From an optimization exercise on the open Yosys and OpenROAD flow, aimed at small area; shortcuts taken in it are not production practice. In this exercise RTL edits were held to simulation tests only and were not proved equivalent to the original. Power and IR drop assume default switching activity.

## design/flow/flow/run.sh

```bash
#!/bin/bash
set -euo pipefail
cat >> config.mk <<'EOC'
export CTS_ARGS = -sink_clustering_enable -repair_clock_nets -buf_list sky130_fd_sc_hd__clkbuf_8 -dont_use_dummy_load -sink_buffer_max_cap_derate 0.05
EOC
bash standard.sh > standard.log 2>&1
```

## design/flow/standard.sh

```bash
#!/bin/bash
# synth_recipe.tcl (not shown) runs the flow's synth.tcl, then flattens the netlist and writes it again
# the make line also repeats each setting of config.mk as NAME=value (left out here)
make -C /OpenROAD-flow-scripts/flow DESIGN_CONFIG=/design/flow/config.mk WORK_HOME=/design/flow/orfs CLKGATE_MAP_FILE= SYNTH_SCRIPT=/design/flow/synth_recipe.tcl "${@:-finish}"
```

## design/flow/config.mk

```make
export PLATFORM = sky130hd
export DESIGN_NAME = isb_top
export DESIGN_NICKNAME = isb_top
export VERILOG_FILES = /design/flow/design.v
export SDC_FILE = /design/flow/constraint.sdc
export NUM_CORES = 4
export LEC_CHECK = 0
export CAP_MARGIN = 20
export CORE_MARGIN = 2
export CORE_UTILIZATION = 65
export PLACE_DENSITY = 0.75
export SLEW_MARGIN = 20
export CTS_ARGS = -sink_clustering_enable -repair_clock_nets -buf_list sky130_fd_sc_hd__clkbuf_8 -dont_use_dummy_load -sink_buffer_max_cap_derate 0.05
```

## design/flow/constraint.sdc

```tcl
create_clock -name core_clock -period 10.0 [get_ports {clk}]
set_input_delay 2.0000 -clock core_clock [delete_from_list [all_inputs] [get_ports {clk}]]
set_output_delay 2.0000 -clock core_clock [all_outputs]
set_load 0.01 [all_outputs]
```

## design/flow/design.v

```verilog
`default_nettype none
package isb_pkg;
    localparam int TU_ENTRIES = 4;
    localparam int TU_IDX_W = 2;
    localparam int PS_ENTRIES = 32;
    localparam int PS_IDX_W = 5;
    localparam int SP_ENTRIES = 8;
    localparam int SP_SLOTS = 4;
    localparam int SP_IDX_W = 3;
    localparam int SLOT_W = 2;
    localparam int SA_SPACE = 32;
    localparam int STREAM_CHUNK = 16;
    localparam int CONF_MAX = 3;
    typedef logic [15:0] pc_t;
    typedef logic [15:0] paddr_t;
    typedef logic [5:0] saddr_t;
    typedef logic [1:0] conf_t;
    typedef struct packed {
        logic   valid;
        paddr_t tag;
        saddr_t sa;
        conf_t  conf;
    } ps_entry_t;
endpackage
`default_nettype wire
`default_nettype none
module isb_top (
    input  logic            clk,
    input  logic            rst_i,
    input  logic            access_v_i,
    input  isb_pkg::pc_t    access_pc_i,
    input  isb_pkg::paddr_t access_addr_i,
    output logic            prefetch_v_o,
    output isb_pkg::paddr_t prefetch_addr_o
);
    logic [3:0]  tu_valid;
    logic [15:0] tu_pc [4];
    logic [15:0] tu_last [4];
    logic [3:0]  c_hit;          
    logic [4:0]  c_sa [4];       
    logic        l01, l02, l03, l12, l13, l23;
    logic [3:0]  pc_match;
    logic [3:0]  idx_eq;         
    logic [3:0]  addr_eq;        
    logic [3:0]  victim;
    logic [3:0]  use_oh;
    logic        tu_hit;
    logic [15:0] last;
    logic        arr_hit_a;
    logic [4:0]  arr_sa_a;
    always_comb begin
        for (int i = 0; i < 4; i++) begin
            pc_match[i] = tu_valid[i] && tu_pc[i] == access_pc_i;
            idx_eq[i] = tu_last[i][4:0] == access_addr_i[4:0];
            addr_eq[i] = idx_eq[i] && tu_last[i][15:5] == access_addr_i[15:5];
        end
    end
    assign tu_hit = |pc_match;
    assign victim[0] = l01 & l02 & l03;
    assign victim[1] = ~l01 & l12 & l13;
    assign victim[2] = ~l02 & ~l12 & l23;
    assign victim[3] = ~l03 & ~l13 & ~l23;
    assign use_oh = tu_hit ? pc_match : victim;
    always_comb begin
        last = '0;
        arr_hit_a = 1'b0;
        arr_sa_a = '0;
        for (int i = 0; i < 4; i++) begin
            last = last | (tu_last[i] & {16{pc_match[i]}});
            arr_hit_a = arr_hit_a | (c_hit[i] & pc_match[i]);
            arr_sa_a = arr_sa_a | (c_sa[i] & {5{pc_match[i]}});
        end
    end
    always_ff @(posedge clk) begin
        if (rst_i) begin
            tu_valid <= '0;
            {l01, l02, l03, l12, l13, l23} <= 6'b111111;
        end else if (access_v_i) begin
            tu_valid <= tu_valid | use_oh;
            if (use_oh[0]) begin l01 <= 1'b0; l02 <= 1'b0; l03 <= 1'b0; end
            if (use_oh[1]) begin l01 <= 1'b1; l12 <= 1'b0; l13 <= 1'b0; end
            if (use_oh[2]) begin l02 <= 1'b1; l12 <= 1'b1; l23 <= 1'b0; end
            if (use_oh[3]) begin l03 <= 1'b1; l13 <= 1'b1; l23 <= 1'b1; end
        end
    end
    logic [1:0]  ps_conf [32];
    logic [10:0] ps_tag [32];
    logic [4:0]  ps_sa [32];
    logic        p0_v, p1_v;
    logic [15:0] p0_a, p1_a;
    logic [31:0] sel_b;
    logic [1:0]  rb_conf;
    logic [10:0] rb_tag;
    logic [4:0]  rb_sa;
    logic        arr_hit_b;
    logic        sh0a, sh1a, sh0b, sh1b;
    logic        a_hit, b_hit;
    logic [4:0]  a_sa, b_sa;
    logic [1:0]  b_conf;
    always_comb begin
        rb_conf = '0;
        rb_tag = '0;
        rb_sa = '0;
        for (int e = 0; e < 32; e++) begin
            sel_b[e] = access_addr_i[4:0] == 5'(e);
            rb_conf = rb_conf | (ps_conf[e] & {2{sel_b[e]}});
            rb_tag = rb_tag | (ps_tag[e] & {11{sel_b[e]}});
            rb_sa = rb_sa | (ps_sa[e] & {5{sel_b[e]}});
        end
    end
    assign arr_hit_b = rb_conf != 2'd0 && rb_tag == access_addr_i[15:5];
    assign sh0a = p0_v && p0_a[4:0] == last[4:0];
    assign sh1a = p1_v && p1_a[4:0] == last[4:0];
    assign sh0b = p0_v && p0_a[4:0] == access_addr_i[4:0];
    assign sh1b = p1_v && p1_a[4:0] == access_addr_i[4:0];
    assign a_hit = (sh0a || sh1a)
                   ? ((sh0a && p0_a[15:5] == last[15:5]) || (sh1a && p1_a[15:5] == last[15:5]))
                   : arr_hit_a;
    assign b_hit = (sh0b || sh1b)
                   ? ((sh0b && p0_a[15:5] == access_addr_i[15:5]) || (sh1b && p1_a[15:5] == access_addr_i[15:5]))
                   : arr_hit_b;
    assign a_sa = sh1a ? 5'd16 : sh0a ? 5'd0 : arr_sa_a;
    assign b_sa = sh1b ? 5'd16 : sh0b ? 5'd0 : rb_sa;
    assign b_conf = (sh0b || sh1b) ? 2'd3 : rb_conf;
    logic [1:0]  ns;             
    logic        train;
    logic        do_alloc;
    logic        map_b_req;
    logic        ctr_b;
    logic [5:0]  a_succ;
    logic [5:0]  b_tgt;
    logic [1:0]  b_conf_new;
    logic        map_a;
    logic        map_b;
    logic        wr_b;
    logic [4:0]  wr_sa;
    logic [1:0]  wr_conf;
    assign train = access_v_i && tu_hit && !(|(pc_match & addr_eq));
    assign a_succ = {1'b0, a_sa} + 6'd1;
    always_comb begin
        do_alloc = 1'b0;
        map_b_req = 1'b0;
        ctr_b = 1'b0;
        b_tgt = a_succ;
        b_conf_new = b_conf;
        if (train) begin
            case ({a_hit, b_hit})
                2'b00: begin
                    do_alloc = 1'b1;
                    map_b_req = 1'b1;
                    b_tgt = {ns == 2'd2, ns == 2'd1, 4'd1};
                end
                2'b01: begin
                    do_alloc = 1'b1;
                    if (b_conf == 2'd1) begin
                        map_b_req = 1'b1;
                        b_tgt = {ns == 2'd2, ns == 2'd1, 4'd1};
                    end else begin
                        ctr_b = 1'b1;
                        b_conf_new = b_conf - 2'd1;
                    end
                end
                2'b10: begin
                    map_b_req = 1'b1;
                end
                default: begin
                    if ({1'b0, b_sa} == a_succ) begin
                        ctr_b = 1'b1;
                        if (b_conf != 2'd3) begin
                            b_conf_new = b_conf + 2'd1;
                        end
                    end else if (b_conf == 2'd1) begin
                        map_b_req = 1'b1;
                    end else begin
                        ctr_b = 1'b1;
                        b_conf_new = b_conf - 2'd1;
                    end
                end
            endcase
        end
    end
    assign map_a = do_alloc && ns != 2'd2;
    assign map_b = map_b_req && !b_tgt[5];
    assign wr_b = map_b || ctr_b;
    assign wr_sa = map_b ? b_tgt[4:0] : b_sa;
    assign wr_conf = map_b ? 2'd3 : b_conf_new;
    always_ff @(posedge clk) begin
        if (rst_i) begin
            ns <= 2'd0;
        end else if (map_a) begin
            ns <= ns + 2'd1;
        end
    end
    always_ff @(posedge clk) begin
        for (int e = 0; e < 32; e++) begin
            if (rst_i) begin
                ps_conf[e] <= 2'd0;
            end else if (wr_b && sel_b[e]) begin
                ps_conf[e] <= wr_conf;
            end
            if (wr_b && sel_b[e]) begin
                ps_tag[e] <= access_addr_i[15:5];
                ps_sa[e] <= wr_sa;
            end
        end
    end
    always_ff @(posedge clk) begin
        for (int i = 0; i < 4; i++) begin
            if (access_v_i && use_oh[i]) begin
                tu_pc[i] <= access_pc_i;
                tu_last[i] <= access_addr_i;
                c_hit[i] <= wr_b || arr_hit_b;
                c_sa[i] <= wr_b ? wr_sa : rb_sa;
            end else if (wr_b && idx_eq[i]) begin
                c_hit[i] <= addr_eq[i];
                c_sa[i] <= wr_sa;
            end
        end
    end
    always_ff @(posedge clk) begin
        if (rst_i) begin
            p0_v <= 1'b0;
        end else if (map_a && ns == 2'd0) begin
            p0_v <= !(wr_b && access_addr_i[4:0] == last[4:0]);
        end else if ((wr_b && p0_a[4:0] == access_addr_i[4:0]) || (map_a && p0_a[4:0] == last[4:0])) begin
            p0_v <= 1'b0;
        end
        if (map_a && ns == 2'd0) begin
            p0_a <= last;
        end
    end
    always_ff @(posedge clk) begin
        if (rst_i) begin
            p1_v <= 1'b0;
        end else if (map_a && ns == 2'd1) begin
            p1_v <= !(wr_b && access_addr_i[4:0] == last[4:0]);
        end else if (wr_b && p1_a[4:0] == access_addr_i[4:0]) begin
            p1_v <= 1'b0;
        end
        if (map_a && ns == 2'd1) begin
            p1_a <= last;
        end
    end
    logic [15:0] sp_pa [1:31];
    logic [4:0]  m0;             
    logic [3:0]  m1;             
    logic [4:0]  s;
    assign s = b_tgt[4:0];
    always_ff @(posedge clk) begin
        for (int e = 1; e < 32; e++) begin
            if (e == 16 && map_a && ns == 2'd1) begin
                sp_pa[e] <= last;
            end else if (map_b && s == 5'(e)) begin
                sp_pa[e] <= access_addr_i;
            end
        end
    end
    always_ff @(posedge clk) begin
        if (map_a && ns == 2'd0) begin
            m0 <= {4'd0, map_b};
        end else if (map_b && s == m0 + 5'd1) begin
            m0 <= s;
        end
        if (map_a && ns == 2'd1) begin
            m1 <= {3'd0, map_b};
        end else if (map_b && ns == 2'd2 && s[4] && {1'b0, s[3:0]} == {1'b0, m1} + 5'd1) begin
            m1 <= s[3:0];
        end
    end
    logic [4:0]  rd;
    logic        rd_v;
    logic        fire;
    logic [15:0] rd_pa;
    assign rd = b_sa + 5'd1;
    assign rd_v = b_sa != 5'd31
                  && ((ns != 2'd0 && rd <= m0) || (ns == 2'd2 && rd[4] && rd[3:0] <= m1));
    assign fire = access_v_i && b_hit && rd_v;
    always_comb begin
        rd_pa = '0;
        for (int e = 1; e < 32; e++) begin
            rd_pa = rd_pa | (sp_pa[e] & {16{rd == 5'(e)}});
        end
    end
    always_ff @(posedge clk) begin
        if (rst_i) begin
            prefetch_v_o <= 1'b0;
        end else begin
            prefetch_v_o <= fire;
        end
    end
    always_ff @(posedge clk) begin
        prefetch_addr_o <= rd_pa;
    end
endmodule
`default_nettype wire
```

==> reports/metrics.cfg, run 1 <==
[floorplanning]
rows = 105
coreArea_sq_um = 82400
die_height_microns = 293
die_area_sq_um = 85700
start_util_pct = 65.8
pin_count = 52
die_w_microns = 293

[finish]
final_area_sq_um = 59700
final_cell_mix = edfxtp_1 (1,194), nand3_1 (279), a22oi_1 (227), buf_4 (212), clkbuf_8 (196)
final_cells = 5069
final_common_cell = edfxtp_1
fill_cells = 5240
final_nets = 4055
multiInputGateArea_sq_um = 15400
layout-drive-gt1-share_pct = 15.0
syn_to_final_growth_pct = 10.1
regArea_sq_um = 37900

[timing]
fmax_mhz = 116
finalCritPeriodShare_pct = 86.0
fin_setup_tns_ps = 0
skew_ps = 99.1
rsz0062_at_grt = false
hold_viol_final = 0
maxSlewHeadroom_pct = 13.4
fin_crit_ps = 8600
worstMarginPinSlew_ps = 1300
setup_viol = 0
drv_slew = 0
setup_ws_ps = 1400
holdWs_ps = 466

[clock_tree]
clock-root-buffer = clkbuf_8
cts_sinks = 1296
insertion_delay_ps = 910
postCtsSetupBuffers = 0
cts.clk_slew.worst_paths_ps = 60
cts_resized = 0
cts_tree = done
h-tree-depth = 4
ctsHoldBuffers = 0
cts_buffer_depth = 3
cts_buffers = 196

[grt]
grt_max_degree = 78
grt_pass1_wl_mm = 259
grt_overflow_total = 0
grt.total_usage_pct = 42.6
antenna_found_initial = 12
grt_pass1_vias = 36900

[place]
port_buffers = 51
dpl.cell_count = 4867
hpwl_mm = 118
dp_worst_setup_slack_ps = 710
gp_congestion = 0.994
placed_area_sq_um = 57000

[synthesis]
syn_nets = 3816
netlist_area_sq_um = 54200
yosysSeqAreaShare_pct = 69.9
synthArstFlopShare_pct = 0
ys_ff_latch = 1296
synth-edff-count = 1194
synthFlopType = edfxtp_1
ys.warnings.count = 8
syn_area_per_cell_sq_um = 14.4
synth_cells = 3756
ys_types = 97

[worst_setup_path]
crit_arrival_ps = 9170
cp_data_required_time_ps = 10580
crit_chain = clkdlybuf4s50_1 > inv_1 > a222oi_1 > and3_1 > buf_4 > nand3_1 > nand4_1 > xor2_1 > o41a_1 > nand2_1 > inv_2 > ha_1 > nand3_1 > xor2_1 > o21ai_0 > xnor2_1 > a41oi_2 > o211ai_2 > buf_4 > nand2b_1 > buf_4 > nor3_2 > buf_12
startpoint_type = input port
crit_fanout = 20
end_kind = flip-flop
slowest_stage = a222oi_1
worstSetupPathType = input port to flip-flop
cp_common_cell = buf_4
slowest_delay_ps = 810

[drt]
wl_mm = 183
dr.pass1.iters = 9
ant_nets = 0
drtIter0Drc = 6745
post_drt_wl_per_cell_microns = 36.0
via_count = 38400
vias_per_cell = 7.57
remaining_drc_errors = 0

[power]
power.density_nw_per_um2 = 177
power.ir.vdd_worst_mv = 0.186
p_leak_nw = 19.9

[hold_path]
hold_class = flip-flop to flip-flop

[job]
maxCapViolCount = 0

[status]
status = complete, no violations

## power by group
part	internal, W	switching [W]	leakage (nW)
combinational	0.000299	0.000666	6.81
sequential	0.00601	0.0000327	11.7
clock	0.00172	0.00182	1.41
total	0.00803	0.00252	19.9
## routing by layer
| metal | wire, microns | part of all wire [%] | GRT usage [%] |
|---|---|---|---|
| met1 | 62400 | 34 | 55.2 |
| met2 | 82800 | 45 | 64.9 |
| met3 | 25200 | 14 | 11.8 |
| met4 | 12200 | 6.7 | 25.1 |
| met5 | 82 | 0.045 | 0 |
## flip-flops by register name (all words and copies together), names as in the netlist, 20 cells and up
name     cells
c_sa        20
ps_sa      160
sp_pa      496
ps_tag     352
tu_last     64
tu_pc       64
ps_conf     64
## metrics by stage
stage	total power [W]	util [%]
floorplan	0.00660	-
finish	0.0105	72.5
CTS	0.0105	72.4
global placement	0.00706	69.2
detailed placement	0.00708	69.2
global route	0.0108	72.5
## critical path, delay by kind of cell
kind / cells / cell delay [ps]
fa+ha+maj: 1 / 310
simple gates: 7 / 2060
buf+inv: 7 / 2160
xor+xnor: 3 / 800
compound gates: 5 / 1810
## cell usage after synthesis, drive strengths merged, types with 13 or more instances
| master | n | share of area, % |
|---|---|---|
| and3 | 90 | 1.0 |
| o22ai | 13 | 0.15 |
| mux2i | 59 | 1.1 |
| a221oi | 31 | 0.51 |
| and2 | 21 | 0.24 |
| a31oi | 64 | 0.74 |
| xnor2 | 105 | 1.7 |
| ha | 25 | 0.58 |
| clkbuf | 129 | 0.89 |
| o21ai | 39 | 0.36 |
| a222oi | 31 | 0.57 |
| edfxtp | 1194 | 66 |
| a22oi | 227 | 3.1 |
| or3 | 17 | 0.20 |
| a22o | 41 | 0.66 |
| nand3 | 281 | 2.6 |
| nand3b | 19 | 0.29 |
| o21bai | 60 | 0.83 |
| and3b | 14 | 0.23 |
| nor2 | 117 | 0.81 |
| nor2b | 21 | 0.24 |
| o31ai | 13 | 0.18 |
| nand4 | 123 | 1.4 |
| a32oi | 23 | 0.37 |
| a21oi | 94 | 1.0 |
| and4 | 16 | 0.26 |
| a211oi | 15 | 0.23 |
| buf | 91 | 0.89 |
| a2111oi | 24 | 0.56 |
| o2111ai | 18 | 0.31 |
| nand2b | 22 | 0.25 |
| nor4 | 72 | 0.85 |
| mux2 | 48 | 1.0 |
| nor3 | 70 | 0.66 |
| xor2 | 91 | 1.5 |
| nor3b | 19 | 0.26 |
| inv | 71 | 0.49 |
| or2 | 15 | 0.17 |
| nand2 | 117 | 0.81 |
| dfxtp | 102 | 3.8 |
## cell families after synthesis
group | share of synthesized area (%)
xor+xnor | 3.21
simple gates | 10.8
compound gates | 11.0
buf+inv | 2.28
mux | 2.17
flops | 69.9
fa+ha+maj | 0.577
## area by class of cell
type                       instances  area share (%)
sequential                      1296            63.5
multi-input combinational       2169            25.8
clock buffer                     196            4.52
timing repair buffer             261            3.44
tap                             1070            2.24
inverter                          71           0.446
antenna                            6          0.0252
## worst paths after layout
check | from | endpoint | slack (ps) | depth (start not counted)
worst max-delay path | access_pc_i[10] | sp_pa[28][8] | 1400 | 23
worst min-delay path | tu_valid[3] | tu_valid[3] | 470 | 2
worst max register to register | tu_pc[2][10] | sp_pa[28][8] | 2980 | 21
worst min register to register | tu_valid[3] | tu_valid[3] | 470 | 2
==> inputs of run 2 (changes only) <==
==> design/flow/flow/run.sh (replaced) <==
#!/bin/bash
set -euo pipefail
cat >> config.mk <<'EOC'
export CTS_ARGS = -sink_clustering_enable -repair_clock_nets -buf_list sky130_fd_sc_hd__clkbuf_8 -dont_use_dummy_load -sink_buffer_max_cap_derate 0.2
EOC
bash standard.sh > standard.log 2>&1
--- a/design/flow/config.mk
+++ b/design/flow/config.mk
@@ -10,4 +10,4 @@
 export CORE_UTILIZATION = 65
 export PLACE_DENSITY = 0.75
 export SLEW_MARGIN = 20
-export CTS_ARGS = -sink_clustering_enable -repair_clock_nets -buf_list sky130_fd_sc_hd__clkbuf_8 -dont_use_dummy_load -sink_buffer_max_cap_derate 0.05
+export CTS_ARGS = -sink_clustering_enable -repair_clock_nets -buf_list sky130_fd_sc_hd__clkbuf_8 -dont_use_dummy_load -sink_buffer_max_cap_derate 0.2
==> run 2 against run 1 <==
Effect of this change:
- worst setup slack unchanged
- synthesized cell count unchanged
- largest cell class unchanged
- critical endpoint unchanged
- highest routed layer unchanged
- still clean on timing, DRC and antenna
- global-route usage unchanged
- largest power group unchanged
- sequential share of layout area unchanged
- first-iteration DRC count unchanged
- die area unchanged
==> reports/metrics.cfg, run 2 <==
[status]
status = complete, no violations

[drt]
wl_mm = 183  ; unchanged
drtIter0Drc = 6745  ; unchanged
vias_per_cell = 7.57  ; unchanged
via_count = 38400  ; unchanged
remaining_drc_errors = 0  ; unchanged
post_drt_wl_per_cell_microns = 36.0  ; unchanged
ant_nets = 0  ; unchanged
dr.pass1.iters = 9  ; unchanged

[finish]
multiInputGateArea_sq_um = 15400  ; unchanged
final_cells = 5069  ; unchanged
layout-drive-gt1-share_pct = 15.0  ; unchanged
regMostFlops = sp_pa
fill_cells = 5240  ; unchanged
final_common_cell = edfxtp_1
final_cell_mix = edfxtp_1 (1,194), nand3_1 (279), a22oi_1 (227), buf_4 (212), clkbuf_8 (196)
largest_reg_flops = 496  ; unchanged
final_nets = 4055  ; unchanged
regArea_sq_um = 37900  ; unchanged
reg_top3 = sp_pa x496, ps_tag x352, ps_sa x160
syn_to_final_growth_pct = 10.1  ; unchanged

[clock_tree]
h-tree-depth = 4  ; unchanged
clock-root-buffer = clkbuf_8
cts_tree = done
cts_sinks = 1296  ; unchanged
postCtsSetupBuffers = 0  ; unchanged
insertion_delay_ps = 910  ; about the same
cts.clk_slew.worst_paths_ps = 60  ; about the same
ctsHoldBuffers = 0  ; unchanged
cts_buffers = 196  ; unchanged
cts_resized = 0  ; unchanged
cts_buffer_depth = 3  ; unchanged

[worst_setup_path]
r2r_end = sp_pa[28][8]
worstSetupPathType = input port to flip-flop
crit_fanout = 20  ; unchanged
reg2reg_slack_ps = 2980  ; about the same
end_kind = flip-flop
crit_arrival_ps = 9170  ; about the same
cp_data_required_time_ps = 10580  ; about the same
rr_startpoint = tu_pc[2][10]
reg2reg_depth = 21  ; unchanged
startpoint_type = input port

[floorplanning]
rows = 105  ; unchanged
pin_count = 52  ; unchanged
coreArea_sq_um = 82400  ; unchanged
start_util_pct = 65.8  ; unchanged
die_area_sq_um = 85700  ; unchanged
die_w_microns = 293  ; unchanged
die_height_microns = 293  ; unchanged

[synthesis]
syn_area_per_cell_sq_um = 14.4  ; unchanged
synth-edff-count = 1194  ; unchanged
yosysSeqAreaShare_pct = 69.9  ; unchanged
synthTopCellsByArea = edfxtp_1 (66%), dfxtp_1 (3.8%), a22oi_1 (3.1%)
syn_nets = 3816  ; unchanged
netlist_area_sq_um = 54200  ; unchanged
synth_top_area_share_pct = 66.1  ; unchanged
synth_cells = 3756  ; unchanged
ys_types = 97  ; unchanged
synth_top_area_cell = edfxtp_1
ys_ff_latch = 1296  ; unchanged
yosysMostFrequentCell = edfxtp_1
synthFlopType = edfxtp_1
synthArstFlopShare_pct = 0  ; unchanged
synth_common_cells = edfxtp_1 (1,194), nand3_1 (279), a22oi_1 (227), clkbuf_1 (129), nand4_1 (123)
ys.warnings.count = 8  ; unchanged

[power]
power.ir.vdd_worst_mv = 0.186  ; unchanged
power.density_nw_per_um2 = 177  ; unchanged
p_leak_nw = 19.9  ; unchanged

[timing]
rsz0062_at_grt = false
fin_crit_ps = 8600  ; unchanged
setup_ws_ps = 1400  ; unchanged
maxSlewHeadroom_pct = 13.4  ; unchanged
drv_slew = 0  ; unchanged
setup_viol = 0  ; unchanged
hold_viol_final = 0  ; unchanged
skew_ps = 99.1  ; unchanged
fin_setup_tns_ps = 0  ; unchanged
worstMarginPinSlew_ps = 1300  ; unchanged
finalCritPeriodShare_pct = 86.0  ; unchanged
fmax_mhz = 116  ; unchanged

[hold_path]
holdPathStages = 2  ; unchanged
hold_class = flip-flop to flip-flop
holdCritStartpoint = tu_valid[3]
holdPathEnd = tu_valid[3]

[place]
hpwl_mm = 118  ; unchanged
dp_worst_setup_slack_ps = 710  ; unchanged
dpl.cell_count = 4867  ; unchanged
gp_congestion = 0.994  ; unchanged
port_buffers = 51  ; unchanged

[grt]
grt_max_degree = 78  ; unchanged
met2_usage_pct = 64.9  ; unchanged
grt_overflow_total = 0  ; unchanged
grt_pass1_vias = 36900  ; unchanged
grt.total_usage_pct = 42.6  ; unchanged
gr-max-usage-layer = met2
globalRouteMet3Util_pct = 11.8  ; unchanged
grt_pass1_wl_mm = 259  ; unchanged
antenna_found_initial = 12  ; unchanged
grt_util_met1_pct = 55.2  ; unchanged

[job]
maxCapViolCount = 0  ; unchanged

-- run 2: cell counts after synthesis --
No cell type changed its count.
-- run 2: per-layer routing --
metal | wire length (microns) | vias to the layer above
li1 | - | 15400
met1 | 62400 | 18900
met2 | 82800 | 3424
met3 | 25200 | 688
met4 | 12200 | 12
met5 | 82 | -
-- run 2: area by class of cell --
class / instances / area share (%)
Multi-Input combinational cell: 2169 / 25.8
Tap cell: 1070 / 2.24
Clock buffer: 196 / 4.52
Antenna cell: 6 / 0.0252
Sequential cell: 1296 / 63.5
Timing Repair Buffer: 261 / 3.44
Inverter: 71 / 0.446
-- run 2: worst max path at each step --
stage	cells past startpoint	slack, ps	startpoint	end
after floorplan	22	1680	access_pc_i[3]	sp_pa[18][0]
after global placement	19	900	access_pc_i[10]	ps_sa[10][0]
after detailed placement	23	710	access_pc_i[10]	sp_pa[28][11]
after CTS	23	1610	access_pc_i[10]	sp_pa[28][8]
after global routing	23	880	access_pc_i[10]	sp_pa[28][8]
final	23	1400	access_pc_i[10]	sp_pa[28][8]
-- run 2: logic make-up after synthesis --
family | share of synthesized area (%)
DFF | 69.9
buffers and inverters | 2.28
adders and majority gates | 0.577
and+or+nand+nor | 10.8
xor gates and xnor gates | 3.21
muxes | 2.17
AOI/OAI and AO/OA | 11.0
-- run 2: power breakdown --
group	switching [W]	leakage [nW]	internal, W
Clock	0.00182	1.41	0.00172
Combinational	0.000666	6.81	0.000299
Sequential	0.0000327	11.7	0.00601
-- run 2: stage by stage --
| step | instance area (sq um) | hold slack [ps] | power, W | util [%] |
|---|---|---|---|---|
| 2_1_floorplan | 54200 | 431 | 0.00660 | - |
| 3_3_place_gp | 57000 | 443 | 0.00706 | 69.2 |
| 3_5_place_dp | 57000 | 451 | 0.00708 | 69.2 |
| 4_1_cts | 59700 | 466 | 0.0105 | 72.4 |
| 5_1_grt | 59700 | 493 | 0.0108 | 72.5 |
| 6_report | 59700 | 466 | 0.0105 | 72.5 |
-- run 2: critical path, cell delays in order --
cell	delay, ps
clkdlybuf4s50_1	690
inv_1	150
a222oi_1	810
and3_1	620
buf_4	330
nand3_1	130
nand4_1	220
xor2_1	420
o41a_1	260
nand2_1	300
inv_2	310
ha_1	310
nand3_1	110
xor2_1	160
o21ai_0	280
xnor2_1	220
a41oi_2	330
o211ai_2	130
buf_4	220
nand2b_1	150
buf_4	230
nor3_2	530
buf_12	230
==> inputs of run 3 (changes only) <==
--- a/design/flow/design.v
+++ b/design/flow/design.v
@@ -38,6 +38,8 @@
     logic [15:0] tu_last [4];
     logic [3:0]  c_hit;          
     logic [4:0]  c_sa [4];       
+    logic        dup [4][4];
+    logic        xdup [4][4];
     logic        l01, l02, l03, l12, l13, l23;
     logic [3:0]  pc_match;
     logic [3:0]  idx_eq;         
@@ -46,8 +48,9 @@
     logic [3:0]  use_oh;
     logic        tu_hit;
     logic [15:0] last;
-    logic        arr_hit_a;
-    logic [4:0]  arr_sa_a;
+    logic [3:0]  dup_h;          
+    logic [3:0]  xdup_h;         
+    logic        ia_eq_ib;
     always_comb begin
         for (int i = 0; i < 4; i++) begin
             pc_match[i] = tu_valid[i] && tu_pc[i] == access_pc_i;
@@ -63,12 +66,24 @@
     assign use_oh = tu_hit ? pc_match : victim;
     always_comb begin
         last = '0;
-        arr_hit_a = 1'b0;
-        arr_sa_a = '0;
+        a_hit = 1'b0;
+        a_sa = '0;
+        ia_eq_ib = 1'b0;
         for (int i = 0; i < 4; i++) begin
             last = last | (tu_last[i] & {16{pc_match[i]}});
-            arr_hit_a = arr_hit_a | (c_hit[i] & pc_match[i]);
-            arr_sa_a = arr_sa_a | (c_sa[i] & {5{pc_match[i]}});
+            a_hit = a_hit | (c_hit[i] & pc_match[i]);
+            a_sa = a_sa | (c_sa[i] & {5{pc_match[i]}});
+            ia_eq_ib = ia_eq_ib | (idx_eq[i] & pc_match[i]);
+        end
+        for (int i = 0; i < 4; i++) begin
+            dup_h[i] = 1'b0;
+            xdup_h[i] = 1'b0;
+            for (int j = 0; j < 4; j++) begin
+                if (j != i) begin
+                    dup_h[i] = dup_h[i] | (dup[i][j] & pc_match[j]);
+                    xdup_h[i] = xdup_h[i] | (xdup[i][j] & pc_match[j]);
+                end
+            end
         end
     end
     always_ff @(posedge clk) begin
@@ -89,39 +104,27 @@
     logic        p0_v, p1_v;
     logic [15:0] p0_a, p1_a;
     logic [31:0] sel_b;
-    logic [1:0]  rb_conf;
-    logic [10:0] rb_tag;
-    logic [4:0]  rb_sa;
-    logic        arr_hit_b;
-    logic        sh0a, sh1a, sh0b, sh1b;
+    logic        sh_b;
+    logic [10:0] b_tag;
+    logic        sh0b, sh1b;
     logic        a_hit, b_hit;
     logic [4:0]  a_sa, b_sa;
     logic [1:0]  b_conf;
+    assign sh0b = p0_v && p0_a[4:0] == access_addr_i[4:0];
+    assign sh1b = p1_v && p1_a[4:0] == access_addr_i[4:0];
+    assign sh_b = sh0b || sh1b;
     always_comb begin
-        rb_conf = '0;
-        rb_tag = '0;
-        rb_sa = '0;
+        b_conf = {2{sh_b}};
+        b_tag = (p0_a[15:5] & {11{sh0b}}) | (p1_a[15:5] & {11{sh1b}});
+        b_sa = {sh1b, 4'd0};
         for (int e = 0; e < 32; e++) begin
             sel_b[e] = access_addr_i[4:0] == 5'(e);
-            rb_conf = rb_conf | (ps_conf[e] & {2{sel_b[e]}});
-            rb_tag = rb_tag | (ps_tag[e] & {11{sel_b[e]}});
-            rb_sa = rb_sa | (ps_sa[e] & {5{sel_b[e]}});
+            b_conf = b_conf | (ps_conf[e] & {2{sel_b[e] & !sh_b}});
+            b_tag = b_tag | (ps_tag[e] & {11{sel_b[e] & !sh_b}});
+            b_sa = b_sa | (ps_sa[e] & {5{sel_b[e] & !sh_b}});
         end
     end
-    assign arr_hit_b = rb_conf != 2'd0 && rb_tag == access_addr_i[15:5];
-    assign sh0a = p0_v && p0_a[4:0] == last[4:0];
-    assign sh1a = p1_v && p1_a[4:0] == last[4:0];
-    assign sh0b = p0_v && p0_a[4:0] == access_addr_i[4:0];
-    assign sh1b = p1_v && p1_a[4:0] == access_addr_i[4:0];
-    assign a_hit = (sh0a || sh1a)
-                   ? ((sh0a && p0_a[15:5] == last[15:5]) || (sh1a && p1_a[15:5] == last[15:5]))
-                   : arr_hit_a;
-    assign b_hit = (sh0b || sh1b)
-                   ? ((sh0b && p0_a[15:5] == access_addr_i[15:5]) || (sh1b && p1_a[15:5] == access_addr_i[15:5]))
-                   : arr_hit_b;
-    assign a_sa = sh1a ? 5'd16 : sh0a ? 5'd0 : arr_sa_a;
-    assign b_sa = sh1b ? 5'd16 : sh0b ? 5'd0 : rb_sa;
-    assign b_conf = (sh0b || sh1b) ? 2'd3 : rb_conf;
+    assign b_hit = b_conf != 2'd0 && b_tag == access_addr_i[15:5];
     logic [1:0]  ns;             
     logic        train;
     logic        do_alloc;
@@ -135,6 +138,7 @@
     logic        wr_b;
     logic [4:0]  wr_sa;
     logic [1:0]  wr_conf;
+    logic        a_eff;          
     assign train = access_v_i && tu_hit && !(|(pc_match & addr_eq));
     assign a_succ = {1'b0, a_sa} + 6'd1;
     always_comb begin
@@ -184,6 +188,7 @@
     assign wr_b = map_b || ctr_b;
     assign wr_sa = map_b ? b_tgt[4:0] : b_sa;
     assign wr_conf = map_b ? 2'd3 : b_conf_new;
+    assign a_eff = map_a && !(wr_b && ia_eq_ib);
     always_ff @(posedge clk) begin
         if (rst_i) begin
             ns <= 2'd0;
@@ -209,11 +214,22 @@
             if (access_v_i && use_oh[i]) begin
                 tu_pc[i] <= access_pc_i;
                 tu_last[i] <= access_addr_i;
-                c_hit[i] <= wr_b || arr_hit_b;
-                c_sa[i] <= wr_b ? wr_sa : rb_sa;
+                c_hit[i] <= wr_b || (b_hit && !(a_eff && ia_eq_ib));
+                c_sa[i] <= wr_b ? wr_sa : b_sa;
+                for (int j = 0; j < 4; j++) begin
+                    if (j != i) begin
+                        dup[i][j] <= addr_eq[j];
+                        dup[j][i] <= addr_eq[j];
+                        xdup[i][j] <= idx_eq[j];
+                        xdup[j][i] <= idx_eq[j];
+                    end
+                end
             end else if (wr_b && idx_eq[i]) begin
                 c_hit[i] <= addr_eq[i];
                 c_sa[i] <= wr_sa;
+            end else if (a_eff && xdup_h[i]) begin
+                c_hit[i] <= dup_h[i];
+                c_sa[i] <= {ns == 2'd1, 4'd0};
             end
         end
     end
@@ -221,7 +237,7 @@
         if (rst_i) begin
             p0_v <= 1'b0;
         end else if (map_a && ns == 2'd0) begin
-            p0_v <= !(wr_b && access_addr_i[4:0] == last[4:0]);
+            p0_v <= !(wr_b && ia_eq_ib);
         end else if ((wr_b && p0_a[4:0] == access_addr_i[4:0]) || (map_a && p0_a[4:0] == last[4:0])) begin
             p0_v <= 1'b0;
         end
@@ -233,7 +249,7 @@
         if (rst_i) begin
             p1_v <= 1'b0;
         end else if (map_a && ns == 2'd1) begin
-            p1_v <= !(wr_b && access_addr_i[4:0] == last[4:0]);
+            p1_v <= !(wr_b && ia_eq_ib);
         end else if (wr_b && p1_a[4:0] == access_addr_i[4:0]) begin
             p1_v <= 1'b0;
         end
==> design/flow/flow/run.sh (replaced) <==
#!/bin/bash
set -euo pipefail
cat >> config.mk <<'EOC'
export CTS_ARGS = -sink_clustering_enable -repair_clock_nets -buf_list sky130_fd_sc_hd__clkbuf_8 -dont_use_dummy_load -sink_buffer_max_cap_derate 0.05
export BUFFER_PORTS_ARGS = -buffer_cell sky130_fd_sc_hd__buf_1
EOC
bash standard.sh > standard.log 2>&1
--- a/design/flow/config.mk
+++ b/design/flow/config.mk
@@ -10,4 +10,5 @@
 export CORE_UTILIZATION = 65
 export PLACE_DENSITY = 0.75
 export SLEW_MARGIN = 20
-export CTS_ARGS = -sink_clustering_enable -repair_clock_nets -buf_list sky130_fd_sc_hd__clkbuf_8 -dont_use_dummy_load -sink_buffer_max_cap_derate 0.2
+export CTS_ARGS = -sink_clustering_enable -repair_clock_nets -buf_list sky130_fd_sc_hd__clkbuf_8 -dont_use_dummy_load -sink_buffer_max_cap_derate 0.05
+export BUFFER_PORTS_ARGS = -buffer_cell sky130_fd_sc_hd__buf_1
==> run 3 against run 2 <==
Effect of this change:
- still clean
- synthesized area shrank 1.8%
- register-to-register slack improved by 160 ps
- count of clock-buffer cells in the layout rose by 3
- worst hold slack got worse by 8.2 ps
- total power grew 0.83%
- wire length up 1.5%
- clock skew grew 65 ps
- clock power is 2% higher
- critical path type unchanged
- highest routed layer unchanged
==> reports/metrics.cfg, run 3 <==
[worst_setup_path]
path_delay_family = simple AND/OR/NAND/NOR gates
critPathBufInv = 5  ; -2
slowest_stage = nor4bb_4
worstSetupPathType = input port to flip-flop
cp_common_cell = buf_4
crit_chain = clkbuf_4 > buf_12 > nor4bb_4 > buf_4 > and3_1 > a211oi_1 > nand3_1 > o31a_1 > inv_1 > xnor2_1 > o311ai_0 > or3_1 > o21ai_0 > a31oi_2 > nand2b_1 > nor2_2 > buf_4
startpoint_type = input port
slowest_delay_ps = 800  ; about the same
end_kind = flip-flop
crit_fanout = 61  ; +200%
cp_data_required_time_ps = 10450  ; -130 ps
crit_arrival_ps = 8780  ; -390 ps

[place]
hpwl_mm = 118  ; about the same
port_buffers = 51  ; unchanged
gp_congestion = 0.996  ; +0.22%

[timing]
skew_ps = 164  ; +64.8 ps
drv_slew = 0  ; unchanged
worstMarginPinSlew_ps = 1240  ; -61.5 ps
setup_viol = 0  ; unchanged
fmax_mhz = 120  ; +3.3%
maxSlewHeadroom_pct = 17.5  ; +4.0 points
fin_crit_ps = 8320  ; -277 ps
hold_viol_final = 0  ; unchanged
rsz0062_at_grt = false
fin_setup_tns_ps = 0  ; unchanged
finalCritPeriodShare_pct = 83.2  ; -2.8 points

[synthesis]
ys_types = 101  ; +4.1%
synth_cells = 3574  ; -4.8%
synth_common_cells = edfxtp_1 (1,206), a22oi_1 (211), nand2_1 (202), nor2_1 (156), nand3_1 (150)
yosysMostFrequentCell = edfxtp_1
netlist_area_sq_um = 53300  ; -1.8%
synth_top_area_cell = edfxtp_1
synth-edff-count = 1206  ; +1.0%
ys_ff_latch = 1308  ; +0.93%
synthArstFlopShare_pct = 0  ; unchanged
ys.warnings.count = 10  ; +2
syn_area_per_cell_sq_um = 14.9  ; +3.3%
yosysSeqAreaShare_pct = 71.8  ; +1.9 points
synthFlopType = edfxtp_1
synth_top_area_share_pct = 68.0  ; +1.9 points
synthTopCellsByArea = edfxtp_1 (68%), dfxtp_1 (3.8%), a22oi_1 (3.0%)
syn_nets = 3634  ; -4.8%

[finish]
layout-drive-gt1-share_pct = 15.1  ; +0.13 points
final_common_cell = edfxtp_1
reg_top3 = sp_pa x496, ps_tag x352, ps_sa x160
final_nets = 3876  ; -4.4%
final_cell_mix = edfxtp_1 (1,206), a22oi_1 (211), nand2_1 (202), clkbuf_8 (199), buf_4 (191)
regMostFlops = sp_pa
fill_cells = 5108  ; -2.5%
largest_reg_flops = 496  ; unchanged
syn_to_final_growth_pct = 9.66
fin_util_pct = 72.3  ; -0.20 points

[clock_tree]
h-tree-depth = 4  ; unchanged
cts_resized = 0  ; unchanged
postCtsSetupBuffers = 0  ; unchanged
cts_buffers = 199  ; +1.5%
cts_buffer_depth = 3  ; unchanged
clock-root-buffer = clkbuf_8
insertion_delay_ps = 910  ; about the same
cts.clk_slew.worst_paths_ps = 60  ; about the same
cts_tree = done
ctsHoldBuffers = 0  ; unchanged
cts_sinks = 1308  ; +0.93%

[floorplanning]
die_height_microns = 290  ; -0.87%
rows = 104  ; -0.95%
die_area_sq_um = 84200  ; -1.7%
start_util_pct = 65.9  ; +0.10 points
coreArea_sq_um = 80800  ; -1.9%
pin_count = 52  ; unchanged
die_w_microns = 290  ; -0.87%

[grt]
grt_pass1_vias = 35900  ; -2.7%
grt_max_degree = 71  ; -9.0%
antenna_found_initial = 10  ; -2
grt.total_usage_pct = 43.6  ; +1.0 points
grt_pass1_wl_mm = 260  ; +0.45%
grt_overflow_total = 0  ; unchanged

[drt]
post_drt_wl_per_cell_microns = 38.0  ; +5.3%
dr.pass1.iters = 9  ; unchanged
ant_nets = 0  ; unchanged
via_count = 37600  ; -2.1%
wl_mm = 185  ; +1.5%
vias_per_cell = 7.70  ; +1.6%
remaining_drc_errors = 0  ; unchanged
drtIter0Drc = 7816  ; +16%

[hold_path]
hold_class = flip-flop to flip-flop

[status]
status = complete, no violations

[power]
p_leak_nw = 19.0  ; -4.6%
power.ir.vdd_worst_mv = 0.119  ; -36%
power.density_nw_per_um2 = 182  ; +3.1%

[job]
maxCapViolCount = 0  ; unchanged

==> run 3: cells by family (layout without fill, tap and decap cells) <==
group,Yosys count,in the layout,synth area share (%)
adder cells (fa/ha/maj),25,25,0.587
other,0,10,0
buffers and inverters,263,503,2.14
multiplexers,125,125,2.53
AO/OA/AOI/OAI,791,791,11.3
flip-flops,1308,1308,71.8
XOR/XNOR,161,161,2.70
AND/OR/NAND/NOR,901,901,8.88
==> run 3: tightest hold or removal path: stages, from the launching register on <==
cell and delay [ps]:
dfxtp_1 300, nand2_1 50, mux2i_1 50
==> run 3: layout make-up <==
class / instances / area, sq um / area share [%]
sequential: 1308 / 38300 / 65.5
antenna: 10 / 25.0 / 0.0428
clock buffer: 199 / 2740 / 4.69
timing repair buffer: 246 / 1720 / 2.95
inverter: 58 / 218 / 0.373
multi-input combinational: 2003 / 14100 / 24.2
tap: 1060 / 1330 / 2.27
==> run 3: per-layer routing <==
metal  global-route usage, %  wire length (microns)  share of wire (%)
met1                    59.6                  63700                 34
met4                    21.4                  11300                6.1
met3                    17.0                  32600                 18
met2                    61.4                  77600                 42
met5                       0                     57              0.031
==> run 3: final timing paths <==
check	end	slack, ps	from	cells past startpoint
worst min-delay path	ps_conf[14][1]	460	ps_conf[14][1]	2
worst max register to register	ps_tag[17][6]	3140	tu_pc[0][15]	18
worst min register to register	ps_conf[14][1]	460	ps_conf[14][1]	2
worst max-delay path	ps_tag[17][6]	1680	access_addr_i[1]	17
==> run 3: report_power, final <==
part / internal [W] / total, W / switching (W)
combinational: 0.000251 / 0.000926 / 0.000674
sequential: 0.00606 / 0.00611 / 0.0000486
clock: 0.00174 / 0.00360 / 0.00185
total: 0.00806 / 0.0106 / 0.00258
==> run 3: metrics by stage <==
stage / instance area (sq um) / std cells / hold slack [ps] / setup WS, ps / power, W
after global routing: 58400 / 4876 / 483 / 1630 / 0.0108
after detailed placement: 55600 / 4673 / 451 / 1290 / 0.00710
after global placement: 55600 / 4673 / 443 / 1310 / 0.00707
after floorplan: 53300 / 3574 / 431 / 2220 / 0.00664
after CTS: 58400 / 4872 / 459 / 2100 / 0.0106
final: 58400 / 4884 / 458 / 1680 / 0.0106
==> inputs of run 4 (changes only) <==
==> design/flow/flow/run.sh (replaced) <==
#!/bin/bash
set -euo pipefail
cat >> config.mk <<'EOC'
export CTS_ARGS = -sink_clustering_enable -repair_clock_nets -dont_use_dummy_load -buf_list sky130_fd_sc_hd__clkbuf_8 -sink_clustering_size 16 -sink_clustering_max_diameter 45
export BUFFER_PORTS_ARGS = -buffer_cell sky130_fd_sc_hd__buf_1
EOC
bash standard.sh > standard.log 2>&1
--- a/design/flow/config.mk
+++ b/design/flow/config.mk
@@ -10,5 +10,5 @@
 export CORE_UTILIZATION = 65
 export PLACE_DENSITY = 0.75
 export SLEW_MARGIN = 20
-export CTS_ARGS = -sink_clustering_enable -repair_clock_nets -buf_list sky130_fd_sc_hd__clkbuf_8 -dont_use_dummy_load -sink_buffer_max_cap_derate 0.05
+export CTS_ARGS = -sink_clustering_enable -repair_clock_nets -dont_use_dummy_load -buf_list sky130_fd_sc_hd__clkbuf_8 -sink_clustering_size 16 -sink_clustering_max_diameter 45
 export BUFFER_PORTS_ARGS = -buffer_cell sky130_fd_sc_hd__buf_1
==> run 4 against run 3 <==
Effect of this change:
- die area did not move
- register-to-register slack better by 30 ps
- still clean
- largest power group unchanged
- combinational power barely moved
- flip-flop and latch count unchanged
- cell count decreased by 1.3%
- worst setup slack got worse by 78 ps
==> reports/metrics.cfg, run 4 <==
[finish]
reg_top3 = sp_pa x496, ps_tag x352, ps_sa x160
final_cell_mix = edfxtp_1 (1,206), a22oi_1 (211), nand2_1 (202), buf_4 (190), nand3_1 (150)
fill_cells = 5250  ; +2.8%
syn_to_final_growth_pct = 8.06
layout-drive-gt1-share_pct = 13.7  ; -1.4 points
fin_util_pct = 71.2  ; -1.1 points
final_area_sq_um = 57600  ; -1.5%
largest_reg_flops = 496  ; unchanged
final_common_cell = edfxtp_1
final_nets = 3814  ; -1.6%
regMostFlops = sp_pa
final_cells = 4820  ; -1.3%

[place]
gp_congestion = 0.996  ; unchanged
dpl.cell_count = 4673  ; unchanged
port_buffers = 51  ; unchanged
placed_area_sq_um = 55600  ; unchanged
hpwl_mm = 118  ; unchanged

[timing]
rsz0062_at_grt = false
fin_setup_tns_ps = 0  ; unchanged
hold_viol_final = 0  ; unchanged
drv_slew = 0  ; unchanged
fin_crit_ps = 8400  ; +77.5 ps
skew_ps = 127  ; -37.1 ps
worstMarginPinSlew_ps = 1250  ; +9.74 ps
setup_viol = 0  ; unchanged
finalCritPeriodShare_pct = 84.0  ; +0.78 points
maxSlewHeadroom_pct = 16.8  ; -0.65 points
fmax_mhz = 119  ; -0.92%

[clock_tree]
cts_tree = done
cts_buffer_depth = 3  ; unchanged
cts_sinks = 1308  ; unchanged
insertion_delay_ps = 860  ; -50 ps
ctsHoldBuffers = 0  ; unchanged
cts_buffers = 138  ; -31%
cts_resized = 0  ; unchanged
postCtsSetupBuffers = 0  ; unchanged
h-tree-depth = 4  ; unchanged
cts.clk_slew.worst_paths_ps = 70  ; about the same
clock-root-buffer = clkbuf_8

[worst_setup_path]
slowest_delay_ps = 830  ; +30 ps
cp_data_required_time_ps = 10450  ; about the same
cp_common_cell = buf_4
crit_fanout = 61  ; unchanged
worstSetupPathType = input port to flip-flop
critPathBufInv = 5  ; unchanged
reg2reg_slack_ps = 3170  ; +30 ps
crit_chain = clkbuf_4 > buf_12 > nor4bb_4 > buf_4 > and3_1 > a211oi_1 > nand3_1 > o31a_1 > inv_1 > xnor2_1 > o311ai_0 > or3_1 > o21ai_0 > a31oi_2 > nand2b_1 > nor2_2 > buf_4
reg2reg_depth = 18  ; unchanged
path_delay_family = simple AND/OR/NAND/NOR gates
slowest_stage = nor4bb_4
startpoint_type = input port
path_depth = 17  ; unchanged
crit_arrival_ps = 8850  ; +70 ps
end_kind = flip-flop

[floorplanning]
die_area_sq_um = 84200  ; unchanged
die_height_microns = 290  ; unchanged
rows = 104  ; unchanged
die_w_microns = 290  ; unchanged
start_util_pct = 65.9  ; unchanged
pin_count = 52  ; unchanged
coreArea_sq_um = 80800  ; unchanged

[hold_path]
hold_class = flip-flop to flip-flop
holdPathStages = 2  ; unchanged

[drt]
post_drt_wl_per_cell_microns = 38.1  ; +0.38%
wl_mm = 184  ; -0.93%
drtIter0Drc = 7548  ; -3.4%
ant_nets = 0  ; unchanged
remaining_drc_errors = 0  ; unchanged
via_count = 37000  ; -1.5%
dr.pass1.iters = 9  ; unchanged
vias_per_cell = 7.68  ; -0.19%

[grt]
grt_overflow_total = 0  ; unchanged
grt_max_degree = 71  ; unchanged
grt.total_usage_pct = 43.2  ; -0.39 points
grt_pass1_vias = 35500  ; -1.3%
antenna_found_initial = 8  ; -2
grt_pass1_wl_mm = 258  ; -1.1%

[synthesis]
syn_area_per_cell_sq_um = 14.9  ; unchanged
yosysSeqAreaShare_pct = 71.8  ; unchanged
synth_top_area_cell = edfxtp_1
synth_common_cells = edfxtp_1 (1,206), a22oi_1 (211), nand2_1 (202), nor2_1 (156), nand3_1 (150)
ys_ff_latch = 1308  ; unchanged
synthTopCellsByArea = edfxtp_1 (68%), dfxtp_1 (3.8%), a22oi_1 (3.0%)
synth_top_area_share_pct = 68.0  ; unchanged
netlist_area_sq_um = 53300  ; unchanged
ys.warnings.count = 10  ; unchanged
synthArstFlopShare_pct = 0  ; unchanged
synthFlopType = edfxtp_1
ys_types = 101  ; unchanged
synth_cells = 3574  ; unchanged
yosysMostFrequentCell = edfxtp_1
syn_nets = 3634  ; unchanged
synth-edff-count = 1206  ; unchanged

[power]
power.density_nw_per_um2 = 173  ; -4.8%
power_frac_seq_pct = 61.2  ; +3.7 points
p_sw_w = 0.00244  ; -5.3%
p_leak_nw = 18.5  ; -2.3%
power.ir.vdd_worst_mv = 0.132  ; +11%
intPower_w = 0.00753  ; -6.5%
fin_total_pwr_w = 0.00997  ; -6.2%
clockPowerShare_pct = 29.6  ; -4.2 points
p_comb_share_pct = 9.3  ; +0.6 points
switching_share_pct = 24.5  ; +0.25 points

[status]
status = complete, no violations

[job]
maxCapViolCount = 0  ; unchanged

run 4: per-layer routing:
layer | GRT usage (%) | up-vias | wire length [microns]
li1 | - | 14600 | -
met1 | 59.2 | 18100 | 64200
met2 | 61.1 | 3664 | 77900
met3 | 16.9 | 683 | 31300
met4 | 20.4 | 4 | 10300
met5 | 0 | - | 18
run 4: power by group through the flow:
| stage | combinational, W | clock, W | sequential (W) |
|---|---|---|---|
| final | 0.000925 | 0.00295 | 0.00610 |
| after global placement | 0.000856 | 0 | 0.00622 |
| after floorplan | 0.000430 | 0 | 0.00621 |
| after detailed placement | 0.000877 | 0 | 0.00622 |
| after CTS | 0.000882 | 0.00293 | 0.00610 |
| after global routing | 0.000943 | 0.00312 | 0.00610 |
run 4: worst reg2reg max path: cells and delay by family (launching register included):
family | cells | cell delay (ps)
xor gates and xnor gates | 3 | 470
and+or+nand+nor | 6 | 1950
adders and majority gates | 1 | 390
DFF | 1 | 420
AOI/OAI and AO/OA | 4 | 1790
buffers and inverters | 4 | 1440
run 4: cells by family after synthesis:
group                      count (synthesis)  synth area share [%]
xor gates and xnor gates                 161                  2.70
and+or+nand+nor                          901                  8.88
DFF                                     1308                  71.8
adders and majority gates                 25                 0.587
buffers and inverters                    263                  2.14
muxes                                    125                  2.53
AOI/OAI and AO/OA                        791                  11.3
run 4: worst paths after layout:
| kind | end | from |
|---|---|---|
| setup / recovery | ps_tag[17][4] | access_addr_i[1] |
| hold / removal | ps_conf[14][1] | ps_conf[14][1] |
| setup reg to reg | ps_tag[17][4] | tu_pc[0][15] |
| hold reg to reg | ps_conf[14][1] | ps_conf[14][1] |
run 4: through the flow:
step / hold slack (ps) / worst slack [ps]
floorplan: 431 / 2220
global placement: 443 / 1310
detailed placement: 451 / 1290
CTS: 462 / 2110
global route: 483 / 1660
finish: 460 / 1600
run 4: layout make-up:
type	instances	area, sq um	area share (%)
Antenna cell	8	20.0	0.0348
Clock buffer	138	1900	3.30
Inverter	58	218	0.378
Multi-Input combinational cell	2003	14100	24.5
Sequential cell	1308	38300	66.5
Tap cell	1060	1330	2.30
Timing Repair Buffer	245	1720	2.98
==> inputs of run 5 (changes only) <==
==> design/flow/flow/run.sh (replaced) <==
#!/bin/bash
set -euo pipefail
cat >> config.mk <<'EOC'
export CTS_ARGS = -sink_clustering_enable -repair_clock_nets -dont_use_dummy_load -buf_list sky130_fd_sc_hd__clkbuf_8 -sink_clustering_size 14 -sink_clustering_max_diameter 60
export BUFFER_PORTS_ARGS = -buffer_cell sky130_fd_sc_hd__buf_1
EOC
bash standard.sh > standard.log 2>&1
==> design/flow/config.mk (replaced) <==
export PLATFORM = sky130hd
export DESIGN_NAME = isb_top
export DESIGN_NICKNAME = isb_top
export VERILOG_FILES = /design/flow/design.v
export SDC_FILE = /design/flow/constraint.sdc
export NUM_CORES = 4
export LEC_CHECK = 0
export CAP_MARGIN = 20
export CORE_MARGIN = 2
export CORE_UTILIZATION = 75
export PLACE_DENSITY = 0.85
export SLEW_MARGIN = 20
export CTS_ARGS = -sink_clustering_enable -repair_clock_nets -dont_use_dummy_load -buf_list sky130_fd_sc_hd__clkbuf_8 -sink_clustering_size 14 -sink_clustering_max_diameter 60
export BUFFER_PORTS_ARGS = -buffer_cell sky130_fd_sc_hd__buf_1
==> run 5 against run 4 <==
Effect of this change:
- still clean on timing, DRC and antenna
- wire length rose by 4.2%
- clock skew increased by 24 ps
- register-to-register slack improved by 20 ps
- synthesized area unchanged
- cell area fell by 1.2%
- highest routed layer unchanged
==> reports/metrics.cfg, run 5 <==
[status]
status = complete, no violations

[synthesis]
yosysMostFrequentCell = edfxtp_1
synth_top_area_cell = edfxtp_1
netlist_area_sq_um = 53300  ; unchanged
ys.warnings.count = 10  ; unchanged
yosysSeqAreaShare_pct = 71.8  ; unchanged
synth_common_cells = edfxtp_1 (1,206), a22oi_1 (211), nand2_1 (202), nor2_1 (156), nand3_1 (150)
synthFlopType = edfxtp_1
syn_nets = 3634  ; unchanged
ys_types = 101  ; unchanged
synth_top_area_share_pct = 68.0  ; unchanged
synth_cells = 3574  ; unchanged
syn_area_per_cell_sq_um = 14.9  ; unchanged
synthTopCellsByArea = edfxtp_1 (68%), dfxtp_1 (3.8%), a22oi_1 (3.0%)
synthArstFlopShare_pct = 0  ; unchanged
ys_ff_latch = 1308  ; unchanged
synth-edff-count = 1206  ; unchanged

[floorplanning]
pin_count = 52  ; unchanged
die_area_sq_um = 73200  ; -13%
die_w_microns = 270  ; -6.8%
coreArea_sq_um = 70100  ; -13%
die_height_microns = 270  ; -6.8%
start_util_pct = 75.9  ; +10 points
rows = 97  ; -6.7%

[timing]
worstMarginPinSlew_ps = 1230  ; -15.3 ps
drv_slew = 0  ; unchanged
rsz0062_at_grt = false
fin_setup_tns_ps = 0  ; unchanged
maxSlewHeadroom_pct = 17.7  ; +0.89 points
finalCritPeriodShare_pct = 87.8  ; +3.8 points
fin_crit_ps = 8780  ; +380 ps
setup_viol = 0  ; unchanged
holdWs_ps = 466  ; +5.18 ps
fmax_mhz = 114  ; -4.3%
hold_viol_final = 0  ; unchanged
skew_ps = 151  ; +23.8 ps

[worst_setup_path]
worstSetupPathType = input port to flip-flop
reg2reg_depth = 17  ; -1
startpoint_type = input port
crit_arrival_ps = 9290  ; +440 ps
crit_fanout = 58  ; -4.9%
cp_data_required_time_ps = 10510  ; +60 ps
reg2reg_slack_ps = 3190  ; +20 ps
r2r_end = ps_sa[2][4]
rr_startpoint = tu_pc[2][14]
end_kind = flip-flop

[drt]
drtIter0Drc = 10300  ; +36%
wl_mm = 191  ; +4.2%
via_count = 39500  ; +6.6%
ant_nets = 0  ; unchanged
post_drt_wl_per_cell_microns = 41.1  ; +8.0%
vias_per_cell = 8.48  ; +10%
dr.pass1.iters = 14  ; +5
remaining_drc_errors = 0  ; unchanged

[finish]
fin_util_pct = 81.0  ; +9.8 points
largest_reg_flops = 496  ; unchanged
layout-drive-gt1-share_pct = 12.4  ; -1.3 points
final_nets = 3768  ; -1.2%
reg_top3 = sp_pa x496, ps_tag x352, ps_sa x160
regMostFlops = sp_pa
final_cell_mix = edfxtp_1 (1,206), a22oi_1 (211), nand2_1 (202), buf_4 (175), nand3_1 (150)
syn_to_final_growth_pct = 6.72
final_common_cell = edfxtp_1

[place]
hpwl_mm = 118  ; about the same
port_buffers = 51  ; unchanged
gp_congestion = 1.03  ; +3.3%

[power]
fin_total_pwr_w = 0.00967  ; -3.1%
p_leak_nw = 18.2  ; -1.7%
power.ir.vdd_worst_mv = 0.155  ; +18%
power.density_nw_per_um2 = 170  ; -1.8%

[clock_tree]
cts_resized = 0  ; unchanged
insertion_delay_ps = 860  ; about the same
cts_sinks = 1308  ; unchanged
postCtsSetupBuffers = 0  ; unchanged
ctsHoldBuffers = 0  ; unchanged
cts_buffer_depth = 3  ; unchanged
cts.clk_slew.worst_paths_ps = 90  ; +20 ps
clock-root-buffer = clkbuf_8
cts_buffers = 104  ; -25%
cts_tree = done
h-tree-depth = 3  ; -1

[job]
maxCapViolCount = 0  ; unchanged

[grt]
grt.total_usage_pct = 52.0  ; +8.8 points
grt_overflow_total = 0  ; unchanged
antenna_found_initial = 10  ; +2
grt_max_degree = 84  ; +18%
grt_pass1_vias = 37600  ; +5.9%
grt_pass1_wl_mm = 267  ; +3.6%

[hold_path]
holdPathEnd = ps_conf[22][1]
holdCritStartpoint = ps_conf[22][1]
holdPathStages = 2  ; unchanged
hold_class = flip-flop to flip-flop

[run 5: cell counts after synthesis]
No cell type changed its count.
[run 5: kinds of logic after synthesis]
kind of cell	count (synthesis)	synth area share, %
AO/OA/AOI/OAI	791	11.3
XOR/XNOR	161	2.70
multiplexers	125	2.53
flip-flops	1308	71.8
AND/OR/NAND/NOR	901	8.88
buffers and inverters	263	2.14
adder cells (fa/ha/maj)	25	0.587
[run 5: worst max-delay path by stage]
stage	startpoint	endpoint	depth (start not counted)
floorplan	access_addr_i[4]	sp_pa[6][0]	22
global placement	access_addr_i[1]	ps_sa[14][0]	19
detailed placement	access_addr_i[1]	sp_pa[30][15]	17
CTS	access_addr_i[0]	sp_pa[30][1]	17
global route	access_addr_i[4]	sp_pa[30][1]	16
finish	access_addr_i[2]	sp_pa[30][1]	17
[run 5: final cells by class]
type / count / area (sq um)
multi-input combinational: 2003 / 14100
inverter: 58 / 218
antenna: 7 / 17.5
tap: 940 / 1180
sequential: 1308 / 38300
fill: 3464 / 13300
timing repair buffer: 233 / 1640
clock buffer: 104 / 1430
[run 5: report_power, final]
part           internal [W]  leakage [nW]  switching, W
clock              0.000925         0.748       0.00169
combinational      0.000250          5.79      0.000708
sequential          0.00605          11.7     0.0000483
[run 5: per-layer routing]
metal	global-route usage [%]	wire length, microns
met3	25.3	38200
met5	0.526	155
met4	30.9	18000
met1	65.8	57300
met2	72.9	77800
[run 5: metrics by stage]
step | instance area [sq um] | setup WS, ps | std cells
6_report | 56800 | 1220 | 4653
5_1_grt | 56800 | 1310 | 4648
4_1_cts | 56800 | 1820 | 4644
3_5_place_dp | 55400 | 1060 | 4540
3_3_place_gp | 55400 | 1140 | 4539
2_1_floorplan | 53300 | 2220 | 3574
[run 5: critical path, cell delays in order]
cell and delay, ps:
clkbuf_4 420, buf_4 400, nor4bb_4 970, buf_4 450, and3_1 220, a221o_1 320, a2111oi_0 180, a31oi_1 670
or3_1 220, o2111ai_1 290, nor4_4 670, a21oi_2 280, mux2i_2 290, nor3_1 430, nand3_1 260, nor2_1 720
buf_4 390
==> inputs of run 6 (changes only) <==
==> design/flow/flow/run.sh (replaced) <==
#!/bin/bash
set -euo pipefail
cat >> config.mk <<'EOC'
export CTS_ARGS = -sink_clustering_enable -repair_clock_nets -dont_use_dummy_load -buf_list sky130_fd_sc_hd__clkbuf_8 -sink_clustering_size 14 -sink_clustering_max_diameter 60
export BUFFER_PORTS_ARGS = -buffer_cell sky130_fd_sc_hd__buf_1
export GPL_KEEP_OVERFLOW = 0
EOC
bash standard.sh > standard.log 2>&1
--- a/design/flow/config.mk
+++ b/design/flow/config.mk
@@ -7,8 +7,9 @@
 export LEC_CHECK = 0
 export CAP_MARGIN = 20
 export CORE_MARGIN = 2
-export CORE_UTILIZATION = 75
-export PLACE_DENSITY = 0.85
+export CORE_UTILIZATION = 65
+export PLACE_DENSITY = 0.75
 export SLEW_MARGIN = 20
 export CTS_ARGS = -sink_clustering_enable -repair_clock_nets -dont_use_dummy_load -buf_list sky130_fd_sc_hd__clkbuf_8 -sink_clustering_size 14 -sink_clustering_max_diameter 60
 export BUFFER_PORTS_ARGS = -buffer_cell sky130_fd_sc_hd__buf_1
+export GPL_KEEP_OVERFLOW = 0
==> run 6 against run 5 <==
Effect of this change:
- die area grew 15%
- first-iteration DRC count is 24% lower
- register-to-register slack got worse by 1200 ps
==> reports/metrics.cfg, run 6 <==
[floorplanning]
die_height_microns = 290  ; +7.3%
die_area_sq_um = 84200  ; +15%
die_w_microns = 290  ; +7.3%
coreArea_sq_um = 80800  ; +15%
rows = 104  ; +7.2%
start_util_pct = 65.9  ; -10 points
pin_count = 52  ; unchanged

[finish]
final_cell_mix = edfxtp_1 (1,206), a22oi_1 (210), nand2_1 (202), nand3_1 (150), clkbuf_8 (107)
regMostFlops = sp_pa
largest_reg_flops = 496  ; unchanged
final_common_cell = edfxtp_1
fill_cells = 5004  ; +44%
layout-drive-gt1-share_pct = 14.0  ; +1.6 points
final_area_sq_um = 58700  ; +3.2%
final_nets = 3751  ; -0.45%
syn_to_final_growth_pct = 10.2
final_cells = 4753  ; +2.1%

[synthesis]
synth-edff-count = 1206  ; unchanged
synth_top_area_cell = edfxtp_1
ys_ff_latch = 1308  ; unchanged
synthArstFlopShare_pct = 0  ; unchanged
yosysMostFrequentCell = edfxtp_1
synthMuxAreaShare_pct = 2.53  ; unchanged
ys_types = 101  ; unchanged
synth_compound_area_share_pct = 11.3  ; unchanged
synthXorXnorAreaFrac_pct = 2.70  ; unchanged
synth_top_family_by_area = compound AO/OA/AOI/OAI gates
synth_common_cells = edfxtp_1 (1,206), a22oi_1 (211), nand2_1 (202), nor2_1 (156), nand3_1 (150)
yosysSeqAreaShare_pct = 71.8  ; unchanged
synthFlopType = edfxtp_1
netlist_area_sq_um = 53300  ; unchanged
syn_nets = 3634  ; unchanged
syn_area_per_cell_sq_um = 14.9  ; unchanged
ys.warnings.count = 10  ; unchanged
synth_top_area_share_pct = 68.0  ; unchanged
synth_cells = 3574  ; unchanged

[place]
placed_area_sq_um = 57200  ; +3.3%
dpl.cell_count = 4641  ; +2.2%
gp_congestion = 1.03  ; +0.29%
port_buffers = 51  ; unchanged
hpwl_mm = 120  ; +1.7%
dp_worst_setup_slack_ps = 58.7  ; -998 ps

[worst_setup_path]
crit_arrival_ps = 9790  ; +500 ps
rr_startpoint = tu_pc[0][0]
slowest_stage = nor2_4
path_delay_family = simple AND/OR/NAND/NOR gates
end_kind = flip-flop
crit_chain = buf_2 > buf_12 > buf_12 > nand2_1 > nor2_2 > a2111oi_0 > nand3_1 > o31a_1 > inv_1 > xnor2_1 > o311ai_0 > or3_1 > o21ai_0 > a31oi_4 > buf_16 > nand2b_1 > nor2_4
slowest_delay_ps = 960  ; about the same
cp_data_required_time_ps = 10370  ; -140 ps
reg2reg_slack_ps = 2020  ; -1170 ps
r2r_end = ps_tag[21][9]
critPathBufInv = 5  ; +1
crit_fanout = 36  ; -38%
reg2reg_depth = 16  ; -1
startpoint_type = input port
cp_common_cell = buf_12
worstSetupPathType = input port to flip-flop

[clock_tree]
cts_buffer_depth = 3  ; unchanged
postCtsSetupBuffers = 0  ; unchanged
h-tree-depth = 3  ; unchanged
insertion_delay_ps = 800  ; -60 ps
cts_tree = done
clock-root-buffer = clkbuf_8
cts_buffers = 107  ; +2.9%
ctsHoldBuffers = 0  ; unchanged
cts_sinks = 1308  ; unchanged

[timing]
setup_ws_ps = 586  ; -635 ps
drv_slew = 0  ; unchanged
setup_viol = 0  ; unchanged
hold_viol_final = 0  ; unchanged
fmax_mhz = 106  ; -6.7%
holdWs_ps = 465  ; -0.661 ps
fin_crit_ps = 9410  ; +635 ps
skew_ps = 115  ; -36.1 ps
maxSlewHeadroom_pct = 12.0  ; -5.7 points
finalCritPeriodShare_pct = 94.1  ; +6.3 points

[power]
power.ir.vdd_worst_mv = 0.143  ; -7.7%
p_leak_nw = 18.6  ; +2.1%
power.density_nw_per_um2 = 164  ; -3.7%

[drt]
remaining_drc_errors = 0  ; unchanged
top_layer_used = met5
ant_nets = 0  ; unchanged
wl_met2_mm = 74.2  ; -4.7%
wl_mm = 175  ; -8.5%
met3_length_mm = 30.2  ; -21%
drtIter0Drc = 7829  ; -24%
post_drt_wl_per_cell_microns = 36.9  ; -10%
dr.pass1.iters = 8  ; -6
vias_per_cell = 7.70  ; -9.2%
via_count = 36600  ; -7.3%

[grt]
grt_overflow_total = 0  ; unchanged
grt_max_degree = 72  ; -14%
grt.total_usage_pct = 41.2  ; -11 points
grt_pass1_vias = 34900  ; -7.1%
antenna_found_initial = 8  ; -2
grt_pass1_wl_mm = 248  ; -6.9%

[status]
status = complete, no violations

[hold_path]
hold_class = flip-flop to flip-flop
holdPathStages = 2  ; unchanged
holdCritStartpoint = l13
holdPathEnd = l13

==> run 6: final cells by class <==
| class | count | area [sq um] | area share, % |
|---|---|---|---|
| antenna | 4 | 10.0 | 0.0171 |
| inverter | 58 | 220 | 0.375 |
| tap | 1060 | 1330 | 2.26 |
| timing repair buffer | 213 | 2860 | 4.88 |
| clock buffer | 107 | 1470 | 2.51 |
| multi-input combinational | 2003 | 14500 | 24.8 |
| sequential | 1308 | 38300 | 65.2 |
==> run 6: stage by stage <==
stage               power (W)  utilization (%)
global placement      0.00703             66.6
detailed placement    0.00711             70.8
global route          0.00982             72.6
finish                0.00961             72.6
CTS                   0.00956             72.6
floorplan             0.00664                -
==> run 6: worst max path at each step <==
stage | from | endpoint | slack [ps] | depth (start not counted)
finish | access_addr_i[1] | ps_tag[21][9] | 590 | 17
global route | access_pc_i[9] | ps_sa[21][2] | 600 | 17
CTS | access_addr_i[1] | ps_sa[21][2] | 830 | 17
detailed placement | access_addr_i[1] | ps_tag[21][9] | 60 | 17
global placement | access_addr_i[1] | ps_sa[27][2] | -12000 | 13
floorplan | access_addr_i[4] | sp_pa[6][0] | 2220 | 22
==> run 6: report_power, final <==
| part | internal (W) | leakage [nW] | switching, W |
|---|---|---|---|
| clock network | 0.000951 | 0.769 | 0.00163 |
| logic | 0.000284 | 6.16 | 0.000664 |
| registers | 0.00605 | 11.7 | 0.0000355 |
| total | 0.00728 | 18.6 | 0.00233 |
==> run 6: cell families (layout without fill, tap and decap cells) <==
kind of cell             after synthesis  after routing
XOR/XNOR                             161            161
AND/OR/NAND/NOR                      901            901
flip-flops                          1308           1308
buffers and inverters                263            378
multiplexers                         125            125
adder cells (fa/ha/maj)               25             25
other                                  0              4
AO/OA/AOI/OAI                        791            791
==> run 6: worst reg2reg max path, cell delays in order (launching register included) <==
cell,delay (ps)
edfxtp_1,390
xnor2_1,160
nand3_1,120
nor3_1,130
and3_2,520
a22o_1,310
a221oi_2,790
inv_1,450
ha_1,420
xnor2_2,790
xnor2_1,180
or3_1,450
o21ai_0,650
a31oi_4,340
buf_16,290
nand2b_1,630
nor2_4,960
==> run 6: per-layer routing <==
metal | GRT usage [%] | vias to the layer above
met3 | 14.7 | 719
met2 | 59.0 | 3708
met4 | 18.6 | 12
met5 | 0.737 | -
met1 | 57.1 | 17700
li1 | - | 14400

Setup slack of run 6, layout unchanged: 0.586 ns with ideal ports, 0.620 ns with driving cells assumed (clock clkbuf_16, inputs buf_2), -0.183 ns with port delays also shifted by the 0.802 ns mid clock arrival.
